What follows belongs to an exercise in optimizing a design on an open flow for small area; a production flow would make more cautious choices.
Only simulation tests tie the RTL to the original design; equivalence was not proved.
No driver is modelled on the clock port, so clock power and skew are understated where the tree is cut down; a real chip needs a root buffer or a tree.
Power figures rest on the tool's default switching activity, not on a simulated workload.

==> flow/design.v <==
package spi_sram_responder_pkg;
  localparam logic [7:0] CMD_READ  = 8'h03;
  localparam logic [7:0] CMD_WRITE = 8'h02;
  localparam logic [7:0] CMD_RDSR  = 8'h05;
  localparam logic [7:0] STATUS_VALUE_DEF = 8'h40;
  localparam logic [1:0] PH_CMD   = 2'd0;
  localparam logic [1:0] PH_ADDRH = 2'd1;
  localparam logic [1:0] PH_ADDRL = 2'd2;
  localparam logic [1:0] PH_DATA  = 2'd3;
endpackage
module spi_sync_edge #(
  parameter logic RESET_VAL = 1'b0,
  parameter bit   USE_RESET = 1'b0
) (
  input  logic clk,
  input  logic reset,
  input  logic async_in,
  output logic level
);
  logic meta;
  logic sync;
  always_ff @(posedge clk) begin
    if (USE_RESET && reset) begin
      meta <= RESET_VAL;
      sync <= RESET_VAL;
    end else begin
      meta <= async_in;
      sync <= meta;
    end
  end
  assign level = sync;
endmodule
module spi_mux_tree #(
  parameter int SEL_W = 2
) (
  input  logic [2**SEL_W-1:0] in,
  input  logic [SEL_W-1:0]    sel,
  output logic                out
);
  if (SEL_W == 1) begin : g_m2
    assign out = sel[0] ? in[1] : in[0];
  end else if (SEL_W == 2) begin : g_m4
    assign out = in[sel];
  end else begin : g_tree
    logic [2**(SEL_W-2)-1:0] lvl;
    for (genvar i = 0; i < 2**(SEL_W-2); i++) begin : g_leaf
      assign lvl[i] = in[4*i + sel[1:0]];
    end
    spi_mux_tree #(.SEL_W(SEL_W-2)) u_up (
      .in  (lvl),
      .sel (sel[SEL_W-1:2]),
      .out (out)
    );
  end
endmodule
module spi_sram_responder #(
  parameter int         DEPTH_LOG2   = 9,
  parameter logic [7:0] STATUS_VALUE = spi_sram_responder_pkg::STATUS_VALUE_DEF
) (
  input  logic                  clk,
  input  logic                  reset,
  input  logic                  sck,
  input  logic                  cs,
  input  logic                  mosi,
  output logic                  miso,
  output logic                  wr_strobe,
  output logic [DEPTH_LOG2-1:0] wr_addr,
  output logic [7:0]            wr_data
);
  localparam int WORDS = 2**DEPTH_LOG2;
  localparam int WP_LOG2 = 6;
  localparam int NWP     = WORDS >> WP_LOG2;
  localparam logic [2:0] RD_SWITCH = 3'd5;
  logic sck_s, sck_prev, cs_s, mosi_s;
  spi_sync_edge u_sck_sync (
    .clk      (clk),
    .reset    (reset),
    .async_in (sck),
    .level    (sck_s)
  );
  spi_sync_edge #(.RESET_VAL(1'b1), .USE_RESET(1'b1)) u_cs_sync (
    .clk      (clk),
    .reset    (reset),
    .async_in (cs),
    .level    (cs_s)
  );
  spi_sync_edge u_mosi_sync (
    .clk      (clk),
    .reset    (reset),
    .async_in (mosi),
    .level    (mosi_s)
  );
  always_ff @(posedge clk) sck_prev <= sck_s;
  logic                  rise;
  logic [1:0]            ph;
  logic [2:0]            cnt;
  logic                  md_wr, md_sr;
  logic [6:0]            rx;
  logic [7:0]            rx_next;
  logic [DEPTH_LOG2-1:0] addr;
  logic [DEPTH_LOG2-1:0] addr_p1;
  logic [DEPTH_LOG2-1:0] addr_rev;
  logic [7:0]            wdat;
  logic                  wpend;
  logic [DEPTH_LOG2-1:0] t;
  logic [DEPTH_LOG2-1:0] d;
  logic                  wr_hit;
  logic                  commit;
  assign rise    = sck_s & ~sck_prev & ~cs_s;
  assign rx_next = {rx, mosi_s};
  assign addr_p1 = addr + 1'b1;
  for (genvar i = 0; i < DEPTH_LOG2; i++) begin : g_rev
    assign addr_rev[i] = addr[DEPTH_LOG2-1-i];
  end
  assign d       = addr_rev + t;
  assign wr_hit  = wpend && (d[WP_LOG2-1:0] == '0);
  assign commit  = rise && ph == spi_sram_responder_pkg::PH_DATA && md_wr && cnt == 3'd7;
  always_ff @(posedge clk) t <= t + 1'b1;
  always_ff @(posedge clk) begin
    if (rise) rx <= rx_next[6:0];
    if (cs_s) begin
      ph  <= spi_sram_responder_pkg::PH_CMD;
      cnt <= 3'd0;
    end else if (rise) begin
      cnt <= cnt + 3'd1;
      if (cnt == 3'd7 && ph != spi_sram_responder_pkg::PH_DATA) ph <= ph + 2'd1;
      if (ph == spi_sram_responder_pkg::PH_CMD && cnt == 3'd7) begin
        md_wr <= (rx_next == spi_sram_responder_pkg::CMD_WRITE);
        md_sr <= (rx_next == spi_sram_responder_pkg::CMD_RDSR);
        if (rx_next == spi_sram_responder_pkg::CMD_RDSR) ph <= spi_sram_responder_pkg::PH_DATA;
      end
    end
  end
  logic addr_inc;
  assign addr_inc = wr_hit ||
                    (rise && ph == spi_sram_responder_pkg::PH_DATA && !md_wr && cnt == RD_SWITCH - 3'd1);
  always_ff @(posedge clk) begin
    for (int i = 0; i < DEPTH_LOG2; i++) begin
      if (rise && ((i == DEPTH_LOG2 - 1) ? (ph == spi_sram_responder_pkg::PH_ADDRH && cnt == 3'd7)
                                        : (ph == spi_sram_responder_pkg::PH_ADDRL && cnt == 3'(7 - i))))
        addr[i] <= mosi_s;
      else if (addr_inc)
        addr[i] <= addr_p1[i];
    end
  end
  always_ff @(posedge clk) begin
    if (commit) wpend <= 1'b1;
    else if (wr_hit) wpend <= 1'b0;
    if (commit) wdat <= rx_next;
  end
  always_ff @(posedge clk) begin
    if (reset) wr_strobe <= 1'b0;
    else       wr_strobe <= commit;
  end
  assign wr_addr = addr;
  assign wr_data = wdat;
  logic [3:0] cand7;
  logic [1:0] rot7;
  logic [1:0] cand6;
  logic       rot6;
  logic [5:0] h;
  logic [7:0] want;
  for (genvar k = 0; k < 8; k++) begin : g_plane
    logic [WORDS-1:0] r;
    logic [WORDS-1:0] r_nxt;
    always_comb begin
      r_nxt = {r[WORDS-2:0], r[WORDS-1]};
      for (int j = 0; j < NWP; j++)
        if (wr_hit && d[DEPTH_LOG2-1:WP_LOG2] == j) r_nxt[j*(1<<WP_LOG2)+1] = wdat[k];
    end
    always_ff @(posedge clk) r <= r_nxt;
    localparam logic [2:0] C = 3'(7 - k);
    assign want[k] = (cnt < RD_SWITCH) ? (C >= cnt) : (C < cnt);
    if (k == 7) begin : g_quarters
      for (genvar q = 0; q < 4; q++) begin : g_q
        logic [7:0] taps;
        logic       tap;
        for (genvar i = 0; i < 8; i++) begin : g_tap
          assign taps[i] = r[q*128 + i*16];
        end
        spi_mux_tree #(.SEL_W(3)) u_tap_mux (.in(taps), .sel(d[6:4]), .out(tap));
        always_ff @(posedge clk) if (want[k] && d[3:0] == '0) cand7[q] <= tap;
      end
      always_ff @(posedge clk)
        if (want[k] && d[3:0] == '0) rot7 <= d[8:7] - {addr[0], addr[1]};
    end else if (k == 6) begin : g_halves
      for (genvar q = 0; q < 2; q++) begin : g_q
        logic [15:0] taps;
        logic        tap;
        for (genvar i = 0; i < 16; i++) begin : g_tap
          assign taps[i] = r[q*256 + i*16];
        end
        spi_mux_tree #(.SEL_W(4)) u_tap_mux (.in(taps), .sel(d[7:4]), .out(tap));
        always_ff @(posedge clk) if (want[k] && d[3:0] == '0) cand6[q] <= tap;
      end
      always_ff @(posedge clk)
        if (want[k] && d[3:0] == '0) rot6 <= d[8] ^ addr[0];
    end else begin : g_single
      localparam int SL = (k >= 4) ? 4 : 5;
      localparam int NT = WORDS >> SL;
      logic [NT-1:0] taps;
      logic          tap;
      for (genvar i = 0; i < NT; i++) begin : g_tap
        assign taps[i] = r[i << SL];
      end
      spi_mux_tree #(.SEL_W(DEPTH_LOG2 - SL)) u_tap_mux (
        .in  (taps),
        .sel (d[DEPTH_LOG2-1:SL]),
        .out (tap)
      );
      always_ff @(posedge clk) if (want[k] && d[SL-1:0] == '0) h[k] <= tap;
    end
  end
  logic [1:0] sel7;
  logic [7:0] byte_out;
  assign sel7     = rot7 + {addr[0], addr[1]};
  assign byte_out = {cand7[sel7], cand6[rot6 ^ addr[0]], h};
  assign miso = md_sr ? STATUS_VALUE[~cnt] : byte_out[~cnt];
endmodule
export LEC_CHECK = 0
export CAP_MARGIN = 20
export CORE_MARGIN = 2
export CORE_UTILIZATION = 60
export PLACE_DENSITY = 0.7
export SLEW_MARGIN = 20
export SYNTH_MEMORY_MAX_BITS = 8192
create_clock -name core_clock -period 10.0 [get_ports {clk}]
standard.sh (not shown) runs the stock make flow with config.mk's settings and CLKGATE_MAP_FILE= SYNTH_SCRIPT=/design/flow/synth_recipe.tcl, a recipe that flattens the netlist after the stock synthesis.
==> flow/flow/run.sh <==
#!/bin/bash
# Standard layout with custom clock tree synthesis arguments: no dummy
# loads, large sink clusters driven by clkbuf_16.
set -euo pipefail
export CTS_ARGS="-sink_clustering_enable -repair_clock_nets -dont_use_dummy_load -buf_list sky130_fd_sc_hd__clkbuf_16 -sink_clustering_size 36 -sink_clustering_max_diameter 70"
bash standard.sh > standard.log 2>&1
Rerun with:
==> flow/run.sh (new file) <==
#!/bin/bash
# synth_recipe.tcl (not shown) runs the flow's synth.tcl, then flattens the netlist and writes it again
# the make line also repeats each setting of config.mk as NAME=value (left out here)
make -C /OpenROAD-flow-scripts/flow DESIGN_CONFIG=/design/flow/config.mk WORK_HOME=/design/flow/orfs CLKGATE_MAP_FILE= SYNTH_SCRIPT=/design/flow/synth_recipe.tcl finish
--- a/flow/config.mk
+++ b/flow/config.mk
@@ -9,4 +9,7 @@
 export CORE_MARGIN = 2
 export CORE_UTILIZATION = 60
+export CTS_BUF_LIST = sky130_fd_sc_hd__clkbuf_16
+export CTS_CLUSTER_DIAMETER = 70
+export CTS_CLUSTER_SIZE = 36
 export PLACE_DENSITY = 0.7
 export SLEW_MARGIN = 20
removed: flow/flow/run.sh
removed: flow/standard.sh
Worst setup slack gets worse by 0.063 ns.
Via count hardly moves.
Cell count grows by 0.67%.
Sequential share of layout area shrinks by 0.60 points.
Total power grows by 2.1%.
Global-route usage stays flat.
Non-clock buffer count does not change.
Die area does not change.
Fmax shrinks by 1.0%.
Area after synthesis stays the same.
Design area grows by 0.68%.

========
Another version of the RTL of spi_sram_responder (not shown whole).
Size in the first run: ~4,700 cells after synthesis, roughly 4,200 flip-flops, roughly 88,000 sq um of cells after synthesis.
clock: 10.0 ns
lec_check: 0
cap_margin: 20
core_margin: 2
core_utilization: 60
cts_buf_list: sky130_fd_sc_hd__clkbuf_16
cts_cluster_diameter: 45
cts_cluster_size: 36
place_density: 0.7
slew_margin: 20
synth_memory_max_bits: 8192
run.sh (not shown) runs the stock make flow with config.mk's settings and CLKGATE_MAP_FILE= SYNTH_SCRIPT=/design/flow/synth_recipe.tcl, a recipe that flattens the netlist after the stock synthesis.
Stock flow here: none of the scripts above is used.
Then changed:
CORE_UTILIZATION = 80   (was 60)
CTS_CLUSTER_DIAMETER = 50   (was 45)
CTS_CLUSTER_SIZE = 40   (was 36)
PLACE_DENSITY = 0.88   (was 0.7)
This time the run failed in detailed placement (3_5_place_dp) with DPL-0033.
Synthesized area stays the same.
Synthesized cell count does not change.
Then changed:
CORE_UTILIZATION = 60   (was 80)
CTS_BUF_LIST = sky130_fd_sc_hd__clkbuf_4   (was sky130_fd_sc_hd__clkbuf_16)
CTS_CLUSTER_DIAMETER = 30   (was 50)
CTS_CLUSTER_SIZE = 12   (was 40)
PLACE_DENSITY = 0.7   (was 0.88)
What happened: The changed run ran to the end with no violations. Synthesized cell count is unchanged. Area after synthesis does not change.
Then changed:
CORE_UTILIZATION = 25   (was 60)
CTS_BUF_LIST = not set   (was sky130_fd_sc_hd__clkbuf_4)
CTS_CLUSTER_DIAMETER = not set   (was 30)
CTS_CLUSTER_SIZE = not set   (was 12)
PLACE_DENSITY = 0.32   (was 0.7)
The new run went through all stages and came out clean.
Count of clock-buffer cells in the layout increases by 67.
Wire length came out higher by 18%.
Power grows by 24%.
Hold slack gains 0.039 ns.
Worst setup slack gains 0.59 ns.
Via count came out higher by 1.4%.
Design area grows by about 11%.
Synthesized cell count does not change.
Non-clock buffer count is higher by 1.

========
build 62:
Starting RTL as in the previous note.
export LEC_CHECK = 0
export CAP_MARGIN = 20
export CORE_MARGIN = 2
export CORE_UTILIZATION = 60
export CTS_BUF_LIST = sky130_fd_sc_hd__clkbuf_16
export CTS_CLUSTER_DIAMETER = 60
export CTS_CLUSTER_SIZE = 32
export PLACE_DENSITY = 0.7
export SLEW_MARGIN = 20
export SYNTH_MEMORY_MAX_BITS = 8192
create_clock -name core_clock -period 10.0 [get_ports {clk}]
Build 62 finished every step from synthesis to the final layout, and the layout passed the timing, design-rule and antenna checks.
Edits applied to the flow inputs when going from build 62 to build 54:
Settings: CTS_CLUSTER_DIAMETER: 60 -> 40; CTS_CLUSTER_SIZE: 32 -> 20; CTS_BUF_LIST: sky130_fd_sc_hd__clkbuf_16 -> sky130_fd_sc_hd__clkbuf_8.
==> comparison <==
- Build 54 | status: complete | timing, DRC, antenna: pass
- From build 54 to build 62, boundary pin count did not move at all.
- Compared with build 62, build 54 shows a insertion delay to the later sink of the worst-skew pair that is 190 ps higher.
- Build 62 → build 54: area of all placed cells without fillers now larger, share of post-route cells with drive strength above 1 rose by 5.2 points.
- Of build 54 and build 62, the run reporting the higher first-pass GRT wire length was build 54.
- Build 62 → build 54: total clock buffers created by CTS increased by 167 relative to the old numbers; power dissipated in the clock network increased by 15% relative to the old numbers.
diff inputs: build 54 => build 59
Settings: swapping 20 for 36 in CTS_CLUSTER_SIZE; swapping sky130_fd_sc_hd__clkbuf_8 for sky130_fd_sc_hd__clkbuf_16 in CTS_BUF_LIST; swapping 40 for 70 in CTS_CLUSTER_DIAMETER.
## What came out
Status: final-layout worst hold slack parity (build 54, build 59). Between build 54 and build 59, global-route usage decreased. Minimum clock period: build 59 better than build 54. Build 54 -> build 59: cell internal power dissipation decreased by a few percent. Build 59 reached the end of the flow, and the finished layout is clean on the timing, design-rule and antenna checks. On first-pass GRT wire length, build 59 does better than build 54. Build 59 has more setup slack than build 54.

========
spi_sram_responder, a different RTL version from the one above (not shown whole).
Size in the first run: roughly 4,600 cells after synthesis, roughly 24 I/O pins, roughly 0.087 mm^2 of cells after synthesis.
clock: 10.0 ns
lec_check: 0
cap_margin: 20
core_margin: 2
core_utilization: 60
place_density: 0.7
slew_margin: 20
synth_memory_max_bits: 8192
standard.sh (not shown) runs the stock make flow with config.mk's settings and CLKGATE_MAP_FILE= SYNTH_SCRIPT=/design/flow/synth_recipe.tcl, a recipe that flattens the netlist after the stock synthesis.
==> flow/flow/run.sh <==
#!/bin/bash
# Standard layout with custom clock tree synthesis arguments: no dummy
# loads, large sink clusters driven by clkbuf_16.
set -euo pipefail
export CTS_ARGS="-sink_clustering_enable -repair_clock_nets -dont_use_dummy_load -buf_list sky130_fd_sc_hd__clkbuf_16 -sink_clustering_size 36 -sink_clustering_max_diameter 70"
bash standard.sh > standard.log 2>&1
==> next run, changes <==
==> flow/run.sh (new file) <==
#!/bin/bash
# synth_recipe.tcl (not shown) runs the flow's synth.tcl, then flattens the netlist and writes it again
# the make line also repeats each setting of config.mk as NAME=value (left out here)
make -C /OpenROAD-flow-scripts/flow DESIGN_CONFIG=/design/flow/config.mk WORK_HOME=/design/flow/orfs CLKGATE_MAP_FILE= SYNTH_SCRIPT=/design/flow/synth_recipe.tcl finish
- CTS_BUF_LIST: default -> sky130_fd_sc_hd__clkbuf_16
- CTS_CLUSTER_DIAMETER: default -> 70
- CTS_CLUSTER_SIZE: default -> 36
removed: flow/flow/run.sh
removed: flow/standard.sh
Total power is higher by about 2%; non-clock buffer count is unchanged; worst setup slack got worse by 0.12 ns.

========
east:
Another version of the RTL of spi_sram_responder (not shown whole).
Size in the first run: about 4,600 cells after synthesis, roughly 4,200 flip-flops, roughly 87,000 sq um of cells after synthesis.
clock: 10.0 ns
lec_check: 0
cap_margin: 0
core_margin: 2
core_utilization: 60
place_density: 0.7
slew_margin: 0
synth_memory_max_bits: 8192
==> flow/flow/run.sh <==
#!/bin/bash
# Standard layout (standard.sh) with these changes: the ports get buf_1
# buffers; TritonCTS runs without dummy loads and with large clkbuf_16 sink
# clusters, then flow/cts_hook.tcl turns the root and leaf buffers into
# inverters.
# ORFS's full output goes to standard.log, each step's log to orfs/logs/.
set -euo pipefail
export CTS_ARGS="-sink_clustering_enable -repair_clock_nets -dont_use_dummy_load -buf_list sky130_fd_sc_hd__clkbuf_16 -sink_clustering_size 34 -sink_clustering_max_diameter 70"
export BUFFER_PORTS_ARGS="-buffer_cell sky130_fd_sc_hd__buf_1"
export PRE_CTS_TCL="$PWD/flow/cts_hook.tcl"
bash standard.sh > standard.log 2>&1
Other scripts of this flow, unchanged in this note and not shown: flow/flow/cts_hook.tcl
east: all stages complete, timing, DRC and antenna checks passed
### east -> middle
diff --git a/flow/config.mk b/flow/config.mk
--- a/flow/config.mk
+++ b/flow/config.mk
@@ -7,3 +7,3 @@
 export LEC_CHECK = 0
-export CAP_MARGIN = 0
+export CAP_MARGIN = 20
 export CORE_MARGIN = 2
@@ -11,3 +11,3 @@
 export PLACE_DENSITY = 0.7
-export SLEW_MARGIN = 0
+export SLEW_MARGIN = 20
 export SYNTH_MEMORY_MAX_BITS = 8192
Notes after the runs:
Delta (middle minus east): post-route worst hold slack held; post-route met1 wirelength held; routed length on met2 held.
No run of this note takes its clock network from TritonCTS; it comes from the design's own scripts or RTL.

==> separate check: timing with driven ports <==
In the flow no input, the clock included, has a driving cell. The finished layouts below were timed again as built, in two steps. Step 1 assumes that a clkbuf_16 drives the clock port and a buf_2 every other input. Step 2 moves the port delays by t, midway between the first and last clock arrival at a register: inputs arrive t later, outputs are due t later. That takes back most of the time a late clock gives input paths. Three values: ideal ports, drivers, drivers and shift; two values: the first two.
run | t (ns) | slack for setup (ns) | hold slack, ns | worst slew at a driven data input, ns
the first run of note 1 | 0.841 | 4.028 / 3.946 / 4.787 | 0.239 / 0.239 / 0.239 | 0.03
the second run of note 1 | 0.870 | 3.964 / 3.884 / 4.754 | 0.312 / 0.312 / 0.312 | 0.03
the first run of note 2 | 0.911 | 4.978 / 4.899 / 5.811 | 0.287 / 0.287 / 0.287 | 0.03
the third run of note 2 | 1.363 | 4.434 / 4.361 / 5.724 | 0.240 / 0.240 / 0.240 | 0.03
the fourth run of note 2 | 0.984 | 5.024 / 4.934 / 5.500 | 0.279 / 0.279 / 0.279 | 0.10
build 62 | 0.875 | 4.921 / 4.843 / 5.719 | 0.303 / 0.303 / 0.303 | 0.03
build 54 | 1.056 | 4.733 / 4.660 / 5.717 | 0.296 / 0.296 / 0.296 | 0.03
build 59 | 0.863 | 4.947 / 4.869 / 5.732 | 0.295 / 0.295 / 0.295 | 0.03
the first run of note 4 | 0.820 | 4.535 / 4.466 / 5.286 | 0.271 / 0.271 / 0.271 | 0.03
the second run of note 4 | 0.847 | 4.419 / 4.350 / 5.197 | 0.310 / 0.310 / 0.310 | 0.03
east | 0.707 | 5.145 / 5.034 / 5.741 | 0.186 / 0.186 / 0.186 | 0.03
middle | 0.707 | 5.164 / 5.053 / 5.738 | 0.187 / 0.187 / 0.187 | 0.03
After both steps setup and hold are still met in every run listed.
